Source: an optimization exercise on an open RTL-to-GDS flow (aim: small area). Production flows keep margins and buffers that such runs may drop. Function was checked by simulation only, so behaviour that the tests miss may differ from the original.

== the baseline ==
==> module vsbc_cfg, before the edit <==
module vsbc_cfg (
  input  logic               clk_i,
  input  logic               rst_ni,
  input  logic               psel,
  input  logic               penable,
  input  logic               pwrite,
  input  logic [3:0]         paddr,
  input  logic [31:0]        pwdata,
  output logic [31:0]        prdata,
  output logic               pready,
  output logic [12:0]        limit_o,
  output logic signed [15:0] off_x_o,
  output logic signed [15:0] off_y_o,
  output logic [14:0]        mag27_o,
  output logic [14:0]        lvl_x_o,   
  output logic [14:0]        lvl_y_o
);
  localparam logic [14:0] LVL_RST = {1'b0, 14'd2458};
  logic        [12:0] limit_q;
  logic signed [15:0] offx_q, offy_q;
  logic        [14:0] mag27_q;
  logic        [14:0] lvlx_q, lvly_q, pend_q;
  logic        [13:0] zsu_q;     
  logic        [1:0]  acc_q;     
  logic        [1:0]  wrote_q;   
  logic               wr_en, setup_wr;
  logic        [12:0] lim_a, lim_b;
  logic        [15:0] off_a;
  logic        [14:0] lvl;
  assign pready   = 1'b1;
  assign wr_en    = psel & penable & pwrite;
  assign setup_wr = psel & !penable & pwrite;
  always_ff @(posedge clk_i or negedge rst_ni) begin
    if (!rst_ni) begin
      limit_q <= vsbc_pkg::SPEED_LIMIT_RST;
      offx_q  <= '0;
      offy_q  <= '0;
    end else if (wr_en) begin
      case (paddr[3:2])
        vsbc_pkg::REG_SPEED_LIMIT: limit_q <= pwdata[12:0];
        vsbc_pkg::REG_OFFSET_X:    offx_q  <= pwdata[15:0];
        vsbc_pkg::REG_OFFSET_Y:    offy_q  <= pwdata[15:0];
        default: ;
      endcase
    end
  end
  always_comb begin
    case (paddr[3:2])
      vsbc_pkg::REG_SPEED_LIMIT: prdata = {19'd0, limit_q};
      vsbc_pkg::REG_OFFSET_X:    prdata = {{16{offx_q[15]}}, offx_q};
      vsbc_pkg::REG_OFFSET_Y:    prdata = {{16{offy_q[15]}}, offy_q};
      default:                   prdata = '0;
    endcase
  end
  always_ff @(posedge clk_i or negedge rst_ni) begin
    if (!rst_ni) begin
      acc_q   <= 2'd0;
      wrote_q <= 2'd0;
    end else begin
      acc_q   <= setup_wr ? paddr[3:2] + 2'd1 : 2'd0;
      wrote_q <= wr_en ? paddr[3:2] + 2'd1 : 2'd0;
    end
  end
  always_ff @(posedge clk_i) begin
    mag27_q <= vsbc_pkg::mag27(limit_q);
  end
  always_comb begin
    if (psel && pwrite && paddr[3:2] == vsbc_pkg::REG_SPEED_LIMIT) begin
      lim_a = pwdata[12:0];
    end else begin
      lim_a = limit_q;
    end
    if (acc_q == 2'd1) begin
      off_a = offx_q;
    end else if (acc_q[1]) begin
      off_a = pwdata[15:0];
    end else begin
      off_a = offy_q;
    end
  end
  assign lim_b = (acc_q == 2'd1) ? pwdata[12:0] : limit_q;
  assign lvl   = vsbc_pkg::level_b(lim_b, zsu_q);
  always_ff @(posedge clk_i) begin
    zsu_q  <= vsbc_pkg::level_a(lim_a, off_a);
    pend_q <= lvl;
  end
  always_ff @(posedge clk_i or negedge rst_ni) begin
    if (!rst_ni) begin
      lvlx_q <= LVL_RST;
      lvly_q <= LVL_RST;
    end else begin
      if (wrote_q == 2'd1 || wrote_q == 2'd2) begin
        lvlx_q <= lvl;
      end
      if (wrote_q == 2'd1) begin
        lvly_q <= pend_q;
      end else if (wrote_q == 2'd3) begin
        lvly_q <= lvl;
      end
    end
  end
  assign limit_o = limit_q;
  assign off_x_o = offx_q;
  assign off_y_o = offy_q;
  assign mag27_o = mag27_q;
  assign lvl_x_o = lvlx_q;
  assign lvl_y_o = lvly_q;
endmodule
export LEC_CHECK = 0
export ABC_AREA = 1
export CAP_MARGIN = 20
export CORE_MARGIN = 2
export CORE_UTILIZATION = 40
export SLEW_MARGIN = 20
create_clock -name core_clock -period 14.0 [get_ports {clk_i}]
standard.sh (not shown) runs the stock make flow with config.mk's settings and CLKGATE_MAP_FILE= SYNTH_SCRIPT=/design/flow/synth_recipe.tcl, a recipe that flattens the netlist after the stock synthesis.
==> flow/flow/run.sh <==
#!/bin/bash
# The standard layout (standard.sh), with these changes:
#  - synthesis runs yosys synth with -noabc (no early abc -fast pass), maps
#    no full/half adder cells (ADDER_MAP_FILE empty, so abc maps the adders
#    with the rest of the logic) and uses an area-oriented abc script
#    (flow/abc_area.script) in place of ORFS's abc_area.script; everything
#    else in synthesis is ORFS's own scripts, copied unchanged;
#  - the port buffers are the smallest buffer cell;
#  - clock tree synthesis uses larger sink clusters, no clock buffers above
#    clkbuf_16 or below clkbuf_8, and
#    leaves out dummy loads.
set -o pipefail
here=$(pwd)
mkdir -p "$here/scripts"
cp -r "$FLOW_HOME/scripts/." "$here/scripts/"
cp "$here/flow/abc_area.script" "$here/scripts/abc_area.script"

ADDER_MAP_FILE= SYNTH_ARGS="-noabc" SCRIPTS_DIR="$here/scripts" bash standard.sh synth 2>&1 | tee synth.log || exit 1

export BUFFER_PORTS_ARGS="-buffer_cell sky130_fd_sc_hd__buf_1"
export CTS_ARGS="-sink_clustering_enable -repair_clock_nets -dont_use_dummy_load -sink_clustering_size 20 -sink_clustering_max_diameter 60 -buf_list {sky130_fd_sc_hd__clkbuf_8 sky130_fd_sc_hd__clkbuf_16}"
bash standard.sh 2>&1 | tee standard.log
==> flow/flow/abc_area.script <==
strash
&get -n
&deepsyn -T 150
&put
dch -f
amap
strash
dc2
dch -f
amap
strash
dc2
dch -f
amap
topo
Input changes introduced in the candidate (baseline for comparison: the baseline):
--- a/flow/design.v
+++ b/flow/design.v
@@ -131,8 +131,9 @@
   logic        [12:0] limit_q;
   logic signed [15:0] offx_q, offy_q;
   logic        [14:0] mag27_q;
   logic        [14:0] lvlx_q, lvly_q, pend_q;
+  logic        [15:0] wdat_q;    
   logic        [13:0] zsu_q;     
   logic        [1:0]  acc_q;     
   logic        [1:0]  wrote_q;   
   logic               wr_en, setup_wr;
@@ -176,24 +177,27 @@
   always_ff @(posedge clk_i) begin
     mag27_q <= vsbc_pkg::mag27(limit_q);
   end
   always_comb begin
-    if (psel && pwrite && paddr[3:2] == vsbc_pkg::REG_SPEED_LIMIT) begin
+    if (setup_wr && paddr[3:2] == vsbc_pkg::REG_SPEED_LIMIT) begin
       lim_a = pwdata[12:0];
+    end else if (acc_q == 2'd1) begin
+      lim_a = wdat_q[12:0];
     end else begin
       lim_a = limit_q;
     end
     if (acc_q == 2'd1) begin
       off_a = offx_q;
     end else if (acc_q[1]) begin
-      off_a = pwdata[15:0];
+      off_a = wdat_q;
     end else begin
       off_a = offy_q;
     end
   end
-  assign lim_b = (acc_q == 2'd1) ? pwdata[12:0] : limit_q;
+  assign lim_b = (acc_q == 2'd1) ? wdat_q[12:0] : limit_q;
   assign lvl   = vsbc_pkg::level_b(lim_b, zsu_q);
   always_ff @(posedge clk_i) begin
+    wdat_q <= pwdata[15:0];
     zsu_q  <= vsbc_pkg::level_a(lim_a, off_a);
     pend_q <= lvl;
   end
   always_ff @(posedge clk_i or negedge rst_ni) begin
--- outcome ---
- The area of the core in the candidate sits 0.63% above the value recorded for the baseline.
- The candidate finished every stage and its layout cleared the timing, DRC and antenna checks.
- The final layout from the baseline, which completed every stage, passed the timing, DRC and antenna checks at the end of the flow.
- Compared to the baseline, the candidate has first-pass GRT wire length 3.3% higher.
- Delta (the candidate minus the baseline): worst hold slack down 0.063 ns, maximum clock frequency dropped about 0.43%, count of input and output buffers shows no meaningful change, setup slack lower, sequential cell count increased about 8%.
- Cmp the candidate vs the baseline: shortest clock period the worst path allows after layout higher in the candidate
- As far as fill cell instance count of the final layout is concerned, the candidate and the baseline perform about the same.
- Relative to the baseline, the count of cell types in the netlist of the candidate is higher by 4.
- [compare] base=the baseline new=the candidate: area growth from synthesis to final layout did not really move, count of cells along the worst hold path now smaller, final worst-path cycle share picked up an extra 0.37 points.

what the ideal ports hide:
No port has a modelled driver above. Below, the same layouts with a new extraction and two added sets of constraints. Step 1 sets driving cells, clkbuf_16 on the clock port and buf_2 on the other inputs (assumed; they add their load-dependent delay and slew). Step 2, shift: input delay + t, output delay - t, t = (earliest + latest rising clock arrival at the registers) / 2. This alone moves slack from input paths to output paths. a / b / c = ideal / step 1 / step 2; a / b = the first two.
run | shift t [ns] | setup WS [ns] | worst slew at a driven data input, ns
the baseline | 0.584 | 1.926 / 1.926 / 1.926 | 0.04
the candidate | 0.593 | 1.874 / 1.874 / 1.874 | 0.06
After both steps setup and hold are still met in every run listed.
